What follows belongs to an exercise in optimizing a design on an open flow for small area, a short achievable clock period and few clock cycles per item; a production flow would make more cautious choices. Function was checked by simulation only, so behaviour that the tests miss may differ from the original.

==> run a: inputs <==
Design pearson_correlation, start of the top module:
module pearson_correlation (
    input  logic               i_clk,
    input  logic               i_rst_n,
    input  logic               push,
    output logic               full,
    input  logic [15:0]        i_sample_x,
    input  logic [15:0]        i_sample_y,
    input  logic               i_last,
    output logic               empty,
    input  logic               pop,
    output logic signed [31:0] o_correlation,
    output logic               o_degenerate
);
    function automatic logic [33:0] sq17(input logic [16:0] v);
        logic [33:0] s;
        s = '0;
        for (int i = 0; i < 17; i++) begin
            s = s + ({33'b0, v[i]} << (2 * i));
            for (int j = i + 1; j < 17; j++) begin
                s = s + ({33'b0, v[i] & v[j]} << (i + j + 1));
            end
        end
        sq17 = s;
    endfunction
    logic        r_iv, r_il;
    logic        r_ig;         
    logic [15:0] r_ix, r_iy;   
    logic [16:0] r_iz;
    logic [5:0]  r_cnt;
    logic [20:0] r_sx, r_sy;
    logic [36:0] r_sxx, r_syy;
    logic [38:0] r_szz;
    logic        r_hv;
    logic [5:0]  r_hn;
    logic [20:0] r_hsx, r_hsy;
    logic [36:0] r_hsxx, r_hsyy;
    logic [38:0] r_hszz;       
    logic        r_hfix;
    logic        r_hrel;       
    logic        w_proc;       
    logic        w_acc;        
    assign w_proc = r_iv && !(r_il && r_hv && !r_hrel);
    assign full   = r_iv && !w_proc;
    assign w_acc  = push && !full;
    logic        w_ig;
    logic [5:0]  n_cnt, w_ncnt;
    assign n_cnt  = r_cnt + 6'd1;
    assign w_ncnt = !w_proc ? r_cnt : (r_il ? 6'd0 : (r_ig ? n_cnt : r_cnt));
    assign w_ig   = (w_ncnt != 6'd32);
    always_ff @(posedge i_clk) begin
        if (!i_rst_n) begin
            r_iv  <= 1'b0;
            r_cnt <= 6'd0;
        end else begin
            if (w_acc) begin
                r_iv <= 1'b1;
            end else if (w_proc) begin
                r_iv <= 1'b0;
            end
  ...
clock: 12.0 ns
lec_check: 0
abc_clock_period_in_ps: 7500
cap_margin: 20
core_margin: 2
core_utilization: 60
cts_buf_list: sky130_fd_sc_hd__clkbuf_8
setup_slack_margin: 5
slew_margin: 20
run.sh (not shown) runs the stock make flow with config.mk's settings and CLKGATE_MAP_FILE= SYNTH_SCRIPT=/design/flow/synth_recipe.tcl, a recipe that flattens the netlist after the stock synthesis.
==> run b (differences from run a) <==
ABC_CLOCK_PERIOD_IN_PS = unset   (was 7500)
CORE_UTILIZATION = 55   (was 60)
CTS_BUF_LIST = unset   (was sky130_fd_sc_hd__clkbuf_8)
==> run c (differences from run a) <==
ABC_CLOCK_PERIOD_IN_PS = unset   (was 7500)
CORE_UTILIZATION = 55   (was 60)
CTS_BUF_LIST = unset   (was sky130_fd_sc_hd__clkbuf_8)
SETUP_SLACK_MARGIN = 3.5   (was 5)
==> run d (differences from run a) <==
--- a/flow/design.v
+++ b/flow/design.v
@@ -232,34 +232,36 @@
     logic [39:0] r_vx, r_vy;   
     logic [40:0] r_c;          
     logic        r_mdeg;
     logic [40:0] r_a;
     logic [5:0]  r_one, r_two, r_neg;    
     logic        r_clr, r_ret;
     logic        w_dtake;      
     logic        w_mstart;
+    logic [4:0]  w_fs;         
     logic        w_run;        
     logic [40:0] w_a;
     logic [10:0] w_b;
     logic        w_bsg;        
     logic        w_neg;
     logic        w_clr, w_ret;
     logic [11:0] w_bs, w_bn;
     logic [12:0] w_bx;
-    assign w_mstart = r_hv && (!r_mb || (r_mw && w_dtake));
+    assign w_mstart = r_hv && (!r_mb || w_dtake);
+    assign w_fs     = w_mstart ? 5'd0 : r_ms;
     assign w_run    = r_mb && !r_mw && (r_ms != 5'd0);
     always_comb begin
         w_a   = '0;
         w_b   = '0;
         w_bsg = 1'b0;
         w_neg = 1'b0;
         w_clr = 1'b0;
         w_ret = 1'b1;
-        case (r_ms)
+        case (w_fs)
             5'd0:  begin w_a = 41'(r_hsxx); w_b = 11'(r_hn); w_clr = 1'b1; w_ret = 1'b0; end
             5'd1:  begin w_a = 41'(r_hsx); w_b = r_hsx[10:0]; w_neg = 1'b1; end
             5'd2:  begin w_a = 41'(r_hsx); w_b = 11'(r_hsx[20:11]); w_neg = 1'b1; end
             5'd3:  begin w_a = 41'(r_hsyy); w_b = 11'(r_hn); w_clr = 1'b1; w_ret = 1'b0; end
             5'd4:  begin w_a = 41'(r_hsy); w_b = r_hsy[10:0]; w_neg = 1'b1; end
             5'd5:  begin w_a = 41'(r_hsy); w_b = 11'(r_hsy[20:11]); w_neg = 1'b1; end
             5'd6:  begin w_a = 41'(r_hszz); w_b = 11'(r_hn); w_clr = 1'b1; w_ret = 1'b0; end
             5'd7:  begin w_a = 41'(r_hsx); w_b = r_hsy[10:0]; w_neg = 1'b1; end
@@ -323,21 +325,22 @@
             if (w_proc && r_il) begin
                 r_hv <= 1'b1;
             end else if (r_hrel) begin
                 r_hv <= 1'b0;
             end
             if (w_mstart) begin
                 r_mb <= 1'b1;
                 r_mw <= 1'b0;
-                r_ms <= 5'd0;
+                r_ms <= 5'd1;
             end else if (r_mb && !r_mw) begin
                 r_ms <= r_ms + 5'd1;
                 if (r_ms == 5'd17) begin
-                    r_mw <= 1'b1;
+                    r_mb <= !w_dtake;
+                    r_mw <= !w_dtake;
                 end
             end else if (r_mw && w_dtake) begin
                 r_mb <= 1'b0;
                 r_mw <= 1'b0;
             end
         end
     end
     always_ff @(posedge i_clk) begin
@@ -366,25 +369,29 @@
         if (r_mb && !r_mw && r_ms == 5'd8) begin
             r_mdeg <= (r_vx == 40'd0) || (r_vy == 40'd0);
         end
     end
     logic        r_dsel;       
     logic        r_osel;       
     logic [1:0]  w_free, w_rv, w_sg, w_dg, w_tk, w_dn;
     logic [31:0] w_q [2];
-    assign w_dtake = r_mw && w_free[r_dsel];
+    logic        w_mlast;
+    logic [79:0] w_m;
+    assign w_mlast = r_mb && !r_mw && (r_ms == 5'd17);
+    assign w_dtake = (r_mw || w_mlast) && w_free[r_dsel];
+    assign w_m     = r_mw ? {r_h[46:11], r_l} : {w_t[46:0], r_l[43:11]};
     for (genvar u = 0; u < 2; u++) begin : g_unit
         assign w_tk[u] = w_dtake && (r_dsel == u);
         assign w_dn[u] = pop && w_rv[u] && (r_osel == u);
         pc_unit u_div (
             .i_clk   (i_clk),
             .i_rst_n (i_rst_n),
             .i_take  (w_tk[u]),
-            .i_m     ({r_h[46:11], r_l}),
+            .i_m     (w_m),
             .i_p     ({r_vy, r_vx}),
             .i_sgn   (r_c[40]),
             .i_deg   (r_mdeg),
             .o_free  (w_free[u]),
             .o_rv    (w_rv[u]),
             .i_done  (w_dn[u]),
             .o_q     (w_q[u]),
             .o_sgn   (w_sg[u]),
ABC_CLOCK_PERIOD_IN_PS = unset   (was 7500)
CORE_UTILIZATION = 55   (was 60)
CTS_BUF_LIST = unset   (was sky130_fd_sc_hd__clkbuf_8)
==> notes.md <==
metric	run a	run b	run c	run d
Outcome	complete, no violations	complete, no violations	complete, no violations	complete, no violations
Count of placed standard cells including taps	12200	12400	12400	12200
Met2 GRT Util	62.5%	55.7%	53.6%	56.8%
Fraction of area in registers	29.1%	29.2%	31.0%	28.9%
Fin cells	13000	12900	12700	12800
Total routed wirelength	351000 µm	348000 µm	333000 µm	355000 µm
Fraction of area in clock buffers and inverters	4.10%	4.49%	4.60%	4.43%
Post-synthesis to final-layout area growth	16.0%	15.4%	8.39%	16.9%
Inverter count of the layout excluding clock inverters	725	725	725	730
Capturing element of the worst setup path	g_unit[0].u_div.r_ys[8]	g_unit[1].u_div.r_ys[50]	g_unit[0].u_div.r_ys[24]	g_unit[0].u_div.r_ys[3]
Antenna violations before repair	14	15	14	19
Sequential share of the synthesized area	33.6%	33.6%	33.6%	33.7%
Storage cell area	35400 µm²	35300 µm²	35300 µm²	35400 µm²
Xor and xnor area share after synthesis	8.03%	8.03%	8.03%	8.07%
Root Driver	clkbuf_8	clkbuf_16	clkbuf_16	clkbuf_16
Fill cell count	12800	15200	16100	15000
Number of cell instances on the worst register-to-register path	31	31	26	32
Total setup buffers inserted after CTS	197	175	3	179
Post-placement cell area	108000 µm²	108000 µm²	108000 µm²	108000 µm²
Testbench counts of run a, summed over its fixed seeds: cycles 7,021, vectors 320.
Testbench counts of run b, summed over its fixed seeds: cycles 7,021, vectors 320.
Testbench counts of run c, summed over its fixed seeds: cycles 7,021, vectors 320.
Testbench counts of run d, summed over its fixed seeds: cycles 6,783, vectors 320.

-- afterwards: timing with drivers on the ports --
Ports are ideal in the flow. The routed layouts listed here were re-timed in OpenROAD.
Step 1 sets driving cells, clkbuf_16 on the clock port and buf_2 on the other inputs (assumed; they add their load-dependent delay and slew).
Step 2 adds t to the input delays and takes it off the output delays; t is the mean of the earliest and latest rising clock arrival at the registers after step 1. Input paths then give back, and output paths get back, about the clock's delay inside the block.
Slacks: ideal / step 1 / step 2; pairs: ideal / step 1.
run	shift t [ns]	setup WS [ns]	worst setup path at the end
run a	1.111	4.326 / 4.326 / 4.326	register to register
run b	0.915	4.296 / 4.296 / 4.296	register to register
run c	0.914	3.777 / 3.777 / 3.777	register to register
run d	0.924	4.408 / 4.408 / 4.408	register to register
After both steps setup and hold are still met in every run listed.
